This design comes from an exercise in tuning for small area and a short achievable clock period on the open sky130 flow, not from production work. Function was checked by simulation only, so behaviour that the tests miss may differ from the original. Power is estimated from default activity; no workload was simulated.

==> flow/design.v (excerpt) <==
module axis_boxcar_fir_mc #(
  parameter int CH        = 2,
  parameter int DW_IN     = 32,
  parameter int DW_OUT    = 32,
  parameter int LEN_L_MAX = 6,
  parameter int DECI_W    = 16,
  localparam int LW       = $clog2(LEN_L_MAX + 1)
) (
  input  logic                   a_clk,
  input  logic                   a_reset,
  input  logic [LW-1:0]          len_l,
  input  logic [DECI_W-1:0]      deci,
  input  logic                   next_dv,
  input  logic [CH*DW_IN-1:0]    S_AXIS_tdata,
  input  logic                   S_AXIS_tvalid,
  output logic [CH*DW_OUT-1:0]   M_AXIS_tdata,
  output logic                   M_AXIS_tvalid,
  input  logic                   M_AXIS_tready,
  output logic                   overrun
);
For scale: about 4400 flip-flops, ~150 I/O pins.
Settings: LEC_CHECK=0, CAP_MARGIN=20, CORE_MARGIN=2, CORE_UTILIZATION=56, CTS_CLUSTER_DIAMETER=90, CTS_CLUSTER_SIZE=28, SLEW_MARGIN=20, SYNTH_MEMORY_MAX_BITS=8192, TNS_END_PERCENT=10; clock period 8.5 ns.
standard.sh (not shown) runs the stock make flow with config.mk's settings and CLKGATE_MAP_FILE= SYNTH_SCRIPT=/design/flow/synth_recipe.tcl, a recipe that flattens the netlist after the stock synthesis.
==> flow/flow/run.sh <==
#!/bin/bash
# Standard ORFS layout with a few repair knobs changed: resizing may swap cells
# of different footprints, ports are buffered with a plain buffer cell, and the
# setup repair aims at the given slack margin.
set -euo pipefail
bash standard.sh MATCH_CELL_FOOTPRINT=0 "BUFFER_PORTS_ARGS=-buffer_cell sky130_fd_sc_hd__buf_4" SETUP_SLACK_MARGIN=5.6 finish > make_finish.log 2>&1
Then changed:
--- a/flow/config.mk
+++ b/flow/config.mk
@@ -8,5 +8,5 @@
 export CAP_MARGIN = 20
 export CORE_MARGIN = 2
-export CORE_UTILIZATION = 56
+export CORE_UTILIZATION = 50
 export CTS_CLUSTER_DIAMETER = 90
 export CTS_CLUSTER_SIZE = 28
After rerunning: The changed run produced a clean layout; wire length is about the same; via count is lower by 0.53%; clock-buffer cell count is higher by 14; die area is higher by 12%; fmax is higher by 1.4%.
Then changed:
--- a/flow/config.mk
+++ b/flow/config.mk
@@ -8,8 +8,7 @@
 export CAP_MARGIN = 20
 export CORE_MARGIN = 2
-export CORE_UTILIZATION = 50
+export CORE_UTILIZATION = 40
 export CTS_CLUSTER_DIAMETER = 90
 export CTS_CLUSTER_SIZE = 28
 export SLEW_MARGIN = 20
 export SYNTH_MEMORY_MAX_BITS = 8192
-export TNS_END_PERCENT = 10
The changed run completed with no timing, DRC or antenna violations.
Power is higher by 0.90%.
Global-route usage is lower by 3.4 points.
Flip-flop and latch count stays the same.
First-iteration DRC count is higher by 16%.
Then changed:
==> flow/flow/run.sh (replaced) <==
#!/bin/bash
# Standard ORFS layout with a few repair knobs changed: resizing may swap cells
# of different footprints, ports are buffered with a plain buffer cell, and the
# setup repair aims at the given slack margin.
set -euo pipefail
bash standard.sh MATCH_CELL_FOOTPRINT=0 "BUFFER_PORTS_ARGS=-buffer_cell sky130_fd_sc_hd__buf_4" SETUP_SLACK_MARGIN=5.9 finish > make_finish.log 2>&1
After rerunning:
- The changed run completed with no timing, DRC or antenna violations
- sequential share of layout area shrinks by 1.8 points
- first-iteration DRC count rose by 3.0%
- design area rises by about 2.4%
- register-to-register slack hardly moves
- final cell count grows by 1.2%
- synthesized cell count is unchanged
- area after synthesis does not change
- setup slack got worse by 0.053 ns
- hold slack is about the same
Then changed:
==> flow/flow/run.sh (replaced) <==
#!/bin/bash
# Standard ORFS layout with a few repair knobs changed: resizing may swap cells
# of different footprints, ports are buffered with a plain buffer cell, and the
# setup repair aims at the given slack margin.
set -euo pipefail
bash standard.sh MATCH_CELL_FOOTPRINT=0 "BUFFER_PORTS_ARGS=-buffer_cell sky130_fd_sc_hd__buf_4" SETUP_SLACK_MARGIN=5.6 finish > make_finish.log 2>&1
--- a/flow/config.mk
+++ b/flow/config.mk
@@ -13,2 +13,3 @@
 export SLEW_MARGIN = 20
 export SYNTH_MEMORY_MAX_BITS = 8192
+export TNS_END_PERCENT = 5
Effect: The new run finished with timing, DRC and antenna clean. Clock-buffer cell count is unchanged. Worst setup slack improves by 0.031 ns. Global-route usage drops by 1.3 points.

-- separate check: timing with driven ports --
The results above use ideal ports. As a check the final layouts listed here were re-extracted and re-timed, cells and wires unchanged.
Step 1: set_driving_cell puts a clkbuf_16 on a_clk and a buf_2 on each other input, an assumption about the parent block.
Step 2 also shifts input and output timing later by t, the mid clock arrival at the registers, as if the neighbouring blocks saw the same clock.
Three values: ideal, step 1, step 2; two values: the first two.
run | shift t [ns] | slack for setup (ns) | worst register clock-pin slew, ns
the first run | 0.966 | 5.291 / 5.134 / 4.169 | 0.11 / 0.11
the second run | 0.999 | 5.335 / 5.104 / 4.104 | 0.11 / 0.11
the third run | 1.004 | 5.289 / 5.109 / 4.105 | 0.12 / 0.12
the fourth run | 1.015 | 5.236 / 4.972 / 3.957 | 0.12 / 0.12
the fifth run | 1.004 | 5.267 / 5.043 / 4.040 | 0.11 / 0.11
After both steps setup and hold are still met in every run listed. The setup slack of the fourth run, which loses most, moves by -0.264 ns with the drivers and by -1.279 ns with both steps.
